Context: an optimization exercise on an open-source flow, tuned for small area and a short achievable clock period. The choices shown serve that exercise and are no tape-out recipe. Only simulation tests tie the RTL to the original design; equivalence was not proved.

## job 101
==> flow/design.v <==
package memArbPkg;
  localparam int nMasters   = 4;   
  localparam int sliceLen   = 4;   
  localparam int addrW      = 6;   
  localparam int dataW      = 16;
  localparam int queueDepth = 4;   
  typedef logic [addrW-1:0]    addr_t;      
  typedef logic [dataW-1:0]    data_t;      
  typedef logic [nMasters-1:0] grant_t;     
  typedef logic [1:0]          slotCnt_t;   
  typedef enum logic [2:0] {
    idle = 3'd0,
    own0 = 3'd1,
    own1 = 3'd2,
    own2 = 3'd3,
    own3 = 3'd4
  } arbState_e;
endpackage
`timescale 1ns/1ps
module cmdQueueMaster (
  input  logic             clk,
  input  logic             rst,
  input  logic             cmdValid,
  input  logic             cmdWrite,
  input  memArbPkg::addr_t cmdAddr,
  input  memArbPkg::data_t cmdData,
  input  logic             pop,         
  input  logic             nextPop,     
  output logic             cmdFull,
  output logic             nextReq,     
  output logic             nextWrite,   
  output memArbPkg::addr_t nextAddr,
  output memArbPkg::data_t nextData
);
  localparam int CW = 1 + memArbPkg::addrW + memArbPkg::dataW;   
  logic [CW-1:0] q [4];
  logic [1:0]    wrPtr;
  logic [3:0]    rdOne;     
  logic [4:0]    level;     
  logic [4:0]    src;       
  logic          push;
  logic [3:0]    rdOneNext;
  logic [4:0]    levelNext;
  logic          bypassNext;
  logic [CW-1:0] head;
  assign cmdFull = level[4];
  assign push    = cmdValid && !level[4];
  assign nextReq = !src[4] || push;
  always_ff @(posedge clk) begin
    if (push) begin
      q[wrPtr] <= {cmdWrite, cmdAddr, cmdData};
    end
  end
  always_comb begin
    rdOneNext = pop ? {rdOne[2:0], rdOne[3]} : rdOne;
    case ({push, pop})
      2'b10:   levelNext = {level[3:0], 1'b0};
      2'b01:   levelNext = {1'b0, level[4:1]};
      default: levelNext = level;
    endcase
    bypassNext = levelNext[0] || (levelNext[1] && nextPop);
  end
  always_ff @(posedge clk or negedge rst) begin
    if (!rst) begin
      wrPtr <= '0;
      rdOne <= 4'b0001;
      level <= 5'b00001;
      src   <= 5'b10000;
    end else begin
      if (push) wrPtr <= wrPtr + 2'd1;
      rdOne <= rdOneNext;
      level <= levelNext;
      for (int k = 0; k < 4; k++) begin
        src[k] <= !bypassNext && (nextPop ? rdOneNext[(k + 3) % 4] : rdOneNext[k]);
      end
      src[4] <= bypassNext;
    end
  end
  always_comb begin
    head = {cmdWrite, cmdAddr, cmdData} & {CW{src[4]}};
    for (int k = 0; k < 4; k++) begin
      head = head | (q[k] & {CW{src[k]}});
    end
  end
  assign {nextWrite, nextAddr, nextData} = head;
endmodule
`timescale 1ns/1ps
module sliceArbiter (
  input  logic                           clk,
  input  logic                           rst,
  input  logic [memArbPkg::nMasters-1:0] nextReq,    
  output memArbPkg::grant_t              gnt,        
  output memArbPkg::grant_t              gntAhead    
);
  memArbPkg::slotCnt_t cntAhead;   
  memArbPkg::grant_t   pick;
  logic                idle;
  logic                sliceEnd;
  assign idle     = (gntAhead == '0);
  assign sliceEnd = (cntAhead == 2'd3);
  always_comb begin
    pick = gntAhead;
    if (idle) begin
      casez (nextReq)
        4'b???1: pick = 4'b0001;
        4'b??10: pick = 4'b0010;
        4'b?100: pick = 4'b0100;
        4'b1000: pick = 4'b1000;
        default: pick = 4'b0000;
      endcase
    end else if (sliceEnd) begin
      pick = '0;
      for (int o = 0; o < 4; o++) begin
        if (gntAhead[o]) begin
          for (int k = 3; k >= 0; k--) begin
            if (nextReq[(o + 1 + k) % 4]) pick = 4'(1 << ((o + 1 + k) % 4));
          end
        end
      end
    end
  end
  always_ff @(posedge clk or negedge rst) begin
    if (!rst) begin
      gnt      <= '0;
      gntAhead <= '0;
      cntAhead <= '0;
    end else begin
      gnt      <= gntAhead;
      gntAhead <= pick;
      cntAhead <= (idle || sliceEnd) ? 2'd0 : cntAhead + 2'd1;
    end
  end
endmodule
`timescale 1ns/1ps
module sharedRam (
  input  logic                           clk,
  input  logic                           rst,
  input  logic [memArbPkg::nMasters-1:0] issPop,     
  input  logic                           issWrite,   
  input  logic                           issWe,      
  input  logic                           issWeDup,   
  input  logic [7:0]                     issHi,      
  input  logic [7:0]                     issLo,      
  input  memArbPkg::data_t               issData,
  output logic [memArbPkg::nMasters-1:0] rdValid,
  output memArbPkg::data_t               rdData
);
  localparam int NW = 2**memArbPkg::addrW;
  localparam int DW = memArbPkg::dataW;
  logic                  phase;     
  logic [NW-1:0][DW-1:0] mem;       
  logic [NW-1:0]         wordSel;
  logic [NW-1:0]         wordWe;
  logic [NW-1:0]         wordHold;
  logic [DW-1:0]         wrBits;
  logic [DW-1:0]         rdWord;    
  always_ff @(posedge clk or negedge rst) begin
    if (!rst) begin
      phase <= 1'b0;
    end else begin
      phase <= !phase;
    end
  end
  logic [7:0] rowWe;
  logic [7:0] rowWeDup;
  for (genvar h = 0; h < 8; h++) begin : gRow
    ramAnd2 uWe  (.a(issHi[h]), .b(issWe), .y(rowWe[h]));
    ramAnd2 uDup (.a(issHi[h]), .b(issWeDup), .y(rowWeDup[h]));
  end
  for (genvar w = 0; w < NW; w++) begin : gWord
    ramAnd2  uSel  (.a(issHi[w/8]), .b(issLo[w%8]), .y(wordSel[w]));
    ramAnd2  uWe   (.a(rowWe[w/8]), .b(issLo[w%8]), .y(wordWe[w]));
    ramNand2 uHold (.a(rowWeDup[w/8]), .b(issLo[w%8]), .y(wordHold[w]));
  end
  assign wrBits = issData ^ {DW{phase}};
  always_ff @(posedge clk) begin
    for (int w = 0; w < NW; w++) begin
      mem[w] <= ~((mem[w] | {DW{wordWe[w]}}) & ({DW{wordHold[w]}} | wrBits));
    end
  end
  for (genvar b = 0; b < DW; b++) begin : gRead
    logic [NW/8-1:0]  oct;    
    logic [NW/16-1:0] hexN;   
    for (genvar k = 0; k < NW/8; k++) begin : gOct
      logic [7:0] bits;
      for (genvar j = 0; j < 8; j++) begin : gBit
        assign bits[j] = mem[8*k+j][b];
      end
      ramOr8 u (.a(bits), .s(wordSel[8*k +: 8]), .y(oct[k]));
    end
    for (genvar k = 0; k < NW/16; k++) begin : gHex
      ramNor2 u (.a(oct[2*k]), .b(oct[2*k+1]), .y(hexN[k]));
    end
    ramNand4 uAll (.a(hexN[0]), .b(hexN[1]), .c(hexN[2]), .d(hexN[3]), .y(rdWord[b]));
  end
  always_ff @(posedge clk) begin
    rdData <= rdWord ^ {DW{phase}};
  end
  always_ff @(posedge clk or negedge rst) begin
    if (!rst) begin
      rdValid <= '0;
    end else begin
      rdValid <= issPop & {memArbPkg::nMasters{!issWrite}};
    end
  end
endmodule
module ramAnd2 (input logic a, input logic b, output logic y);
  assign y = a & b;
endmodule
module ramNand2 (input logic a, input logic b, output logic y);
  assign y = !(a & b);
endmodule
module ramOr8 (input logic [7:0] a, input logic [7:0] s, output logic y);
  logic [3:0] pairN;   
  always_comb begin
    for (int k = 0; k < 4; k++) begin
      pairN[k] = !((a[2*k] & s[2*k]) | (a[2*k+1] & s[2*k+1]));
    end
  end
  assign y = !(&pairN);
endmodule
module ramNand4 (input logic a, input logic b, input logic c, input logic d, output logic y);
  assign y = !(a & b & c & d);
endmodule
module ramNor2 (input logic a, input logic b, output logic y);
  assign y = !(a | b);
endmodule
`timescale 1ns/1ps
module sharedMemSys (
  input  logic                           clk,
  input  logic                           rst,
  input  logic [memArbPkg::nMasters-1:0] cmdValid,
  input  logic [memArbPkg::nMasters-1:0] cmdWrite,
  input  logic [memArbPkg::nMasters*memArbPkg::addrW-1:0] cmdAddr,   
  input  logic [memArbPkg::nMasters*memArbPkg::dataW-1:0] cmdData,   
  output logic [memArbPkg::nMasters-1:0] cmdFull,
  output logic [memArbPkg::nMasters-1:0] rdValid,
  output memArbPkg::data_t               rdData,
  output memArbPkg::grant_t              gnt
);
  localparam int NM = memArbPkg::nMasters;
  localparam int AW = memArbPkg::addrW;
  localparam int DW = memArbPkg::dataW;
  logic [NM-1:0]     nextReq;
  logic [NM-1:0]     nextWrite;
  logic [NM*AW-1:0]  nextAddr;
  logic [NM*DW-1:0]  nextData;
  memArbPkg::grant_t nextGnt;   
  logic [NM-1:0]     nextPop;   
  logic [NM-1:0]    issPop;     
  logic             issWrite;
  logic             issWe;
  logic             issWeDup;
  logic [7:0]       issHi;
  logic [7:0]       issLo;
  memArbPkg::data_t issData;
  for (genvar i = 0; i < NM; i++) begin : gMaster
    cmdQueueMaster queueMaster (
      .clk       (clk),
      .rst       (rst),
      .cmdValid  (cmdValid[i]),
      .cmdWrite  (cmdWrite[i]),
      .cmdAddr   (cmdAddr[i*AW +: AW]),
      .cmdData   (cmdData[i*DW +: DW]),
      .pop       (issPop[i]),
      .nextPop   (nextPop[i]),
      .cmdFull   (cmdFull[i]),
      .nextReq   (nextReq[i]),
      .nextWrite (nextWrite[i]),
      .nextAddr  (nextAddr[i*AW +: AW]),
      .nextData  (nextData[i*DW +: DW])
    );
  end
  sliceArbiter arbiter (
    .clk      (clk),
    .rst      (rst),
    .nextReq  (nextReq),
    .gnt      (gnt),
    .gntAhead (nextGnt)
  );
  localparam int CW = 1 + AW + DW;   
  logic             selWrite;
  memArbPkg::addr_t selAddr;
  memArbPkg::data_t selData;
  logic [CW-1:0]    sel;
  for (genvar c = 0; c < CW; c++) begin : gSel
    logic [NM-1:0] bits;
    for (genvar i = 0; i < NM; i++) begin : gBit
      if (c == CW - 1) begin : gW
        assign bits[i] = nextWrite[i];
      end else if (c >= DW) begin : gA
        assign bits[i] = nextAddr[i*AW + c - DW];
      end else begin : gD
        assign bits[i] = nextData[i*DW + c];
      end
    end
    issSel4 u (.a(bits), .g(nextGnt), .y(sel[c]));
  end
  assign {selWrite, selAddr, selData} = sel;
  assign nextPop = nextGnt & nextReq;
  always_ff @(posedge clk or negedge rst) begin
    if (!rst) begin
      issPop   <= '0;
      issWe    <= 1'b0;
      issWeDup <= 1'b0;
    end else begin
      issPop   <= nextPop;
      issWe    <= (|nextPop) && selWrite;
      issWeDup <= |(nextPop & nextWrite);   
    end
  end
  always_ff @(posedge clk) begin
    issWrite <= selWrite;
    for (int k = 0; k < 8; k++) begin
      issHi[k] <= (selAddr[5:3] == 3'(k));
      issLo[k] <= (selAddr[2:0] == 3'(k));
    end
    issData <= selData;
  end
  sharedRam ram (
    .clk      (clk),
    .rst      (rst),
    .issPop   (issPop),
    .issWrite (issWrite),
    .issWe    (issWe),
    .issWeDup (issWeDup),
    .issHi    (issHi),
    .issLo    (issLo),
    .issData  (issData),
    .rdValid  (rdValid),
    .rdData   (rdData)
  );
endmodule
module issSel4 (input logic [3:0] a, input logic [3:0] g, output logic y);
  assign y = !(!((a[0] & g[0]) | (a[1] & g[1])) & !((a[2] & g[2]) | (a[3] & g[3])));
endmodule
clock: 4.0 ns
lec_check: 0
cap_margin: 20
core_margin: 2
core_utilization: 60
cts_cluster_diameter: 70
cts_cluster_size: 30
setup_slack_margin: 1.9
slew_margin: 20
synth_hierarchical: 1
tns_end_percent: 10
standard.sh (not shown) runs the stock make flow with config.mk's settings and CLKGATE_MAP_FILE= SYNTH_SCRIPT=/design/flow/synth_recipe.tcl, a recipe that flattens the netlist after the stock synthesis.
==> flow/flow/run.sh <==
#!/bin/bash
# standard layout, with port buffers of a plain buffer cell instead of the
# delay-type buffer buffer_ports picks on its own
set -euo pipefail
bash standard.sh "BUFFER_PORTS_ARGS=-buffer_cell sky130_fd_sc_hd__buf_2" finish > make_finish.log 2>&1
The flow did not stop early for job 101: all stages ran, and the layout cleared the timing, DRC and antenna checks.
#### Input delta (job 105 over job 101)
--- a/flow/design.v
+++ b/flow/design.v
@@ -136,11 +136,10 @@
   input  logic                           clk,
   input  logic                           rst,
   input  logic [memArbPkg::nMasters-1:0] issPop,     
   input  logic                           issWrite,   
   input  logic                           issWe,      
-  input  logic                           issWeDup,   
   input  logic [7:0]                     issHi,      
   input  logic [7:0]                     issLo,      
   input  memArbPkg::data_t               issData,
   output logic [memArbPkg::nMasters-1:0] rdValid,
   output memArbPkg::data_t               rdData
@@ -160,19 +159,17 @@
     end else begin
       phase <= !phase;
     end
   end
   logic [7:0] rowWe;
-  logic [7:0] rowWeDup;
   for (genvar h = 0; h < 8; h++) begin : gRow
     ramAnd2 uWe  (.a(issHi[h]), .b(issWe), .y(rowWe[h]));
-    ramAnd2 uDup (.a(issHi[h]), .b(issWeDup), .y(rowWeDup[h]));
   end
   for (genvar w = 0; w < NW; w++) begin : gWord
     ramAnd2  uSel  (.a(issHi[w/8]), .b(issLo[w%8]), .y(wordSel[w]));
     ramAnd2  uWe   (.a(rowWe[w/8]), .b(issLo[w%8]), .y(wordWe[w]));
-    ramNand2 uHold (.a(rowWeDup[w/8]), .b(issLo[w%8]), .y(wordHold[w]));
+    ramNand2 uHold (.a(rowWe[w/8]), .b(issLo[w%8]), .y(wordHold[w]));
   end
   assign wrBits = issData ^ {DW{phase}};
   always_ff @(posedge clk) begin
     for (int w = 0; w < NW; w++) begin
       mem[w] <= ~((mem[w] | {DW{wordWe[w]}}) & ({DW{wordHold[w]}} | wrBits));
@@ -248,11 +245,10 @@
   memArbPkg::grant_t nextGnt;   
   logic [NM-1:0]     nextPop;   
   logic [NM-1:0]    issPop;     
   logic             issWrite;
   logic             issWe;
-  logic             issWeDup;
   logic [7:0]       issHi;
   logic [7:0]       issLo;
   memArbPkg::data_t issData;
   for (genvar i = 0; i < NM; i++) begin : gMaster
     cmdQueueMaster queueMaster (
@@ -300,15 +296,13 @@
   assign nextPop = nextGnt & nextReq;
   always_ff @(posedge clk or negedge rst) begin
     if (!rst) begin
       issPop   <= '0;
       issWe    <= 1'b0;
-      issWeDup <= 1'b0;
     end else begin
       issPop   <= nextPop;
-      issWe    <= (|nextPop) && selWrite;
-      issWeDup <= |(nextPop & nextWrite);   
+      issWe    <= |(nextPop & nextWrite);
     end
   end
   always_ff @(posedge clk) begin
     issWrite <= selWrite;
     for (int k = 0; k < 8; k++) begin
@@ -321,11 +315,10 @@
     .clk      (clk),
     .rst      (rst),
     .issPop   (issPop),
     .issWrite (issWrite),
     .issWe    (issWe),
-    .issWeDup (issWeDup),
     .issHi    (issHi),
     .issLo    (issLo),
     .issData  (issData),
     .rdValid  (rdValid),
     .rdData   (rdData)
Between job 101 and job 105, the global-route total usage across every layer is lower for job 105.
Diff job 101 and job 105: count of clock-net buffers in the final layout higher in job 105
The die area was comparable across job 101 and job 105.
Delta (job 105 minus job 101): wire length of the first global-routing pass fell about 2.5%, number of fillers in the final layout went down 55.

-- what the ideal ports hide --
The results above use ideal ports. As a check the final layouts listed here were re-extracted and re-timed, cells and wires unchanged. Step 1: set_driving_cell puts a clkbuf_16 on clk and a buf_2 on each other input, an assumption about the parent block. Step 2 times the ports against the registers' clock, not the clock port: input delays grow and output delays shrink by t, the midpoint of the rising clock arrivals with the driver on. a / b / c = ideal ports / drivers / drivers and shift; a / b = the first two.
run	t (ns)	setup WS [ns]	cell pins on the clock port's net
job 101	0.726	1.805 / 1.742 / 1.568	1
job 105	0.721	1.797 / 1.797 / 1.589	1
After both steps setup and hold are still met in every run listed. The setup slack of job 101, which loses most, moves by -0.063 ns with the drivers and by -0.237 ns with both steps.
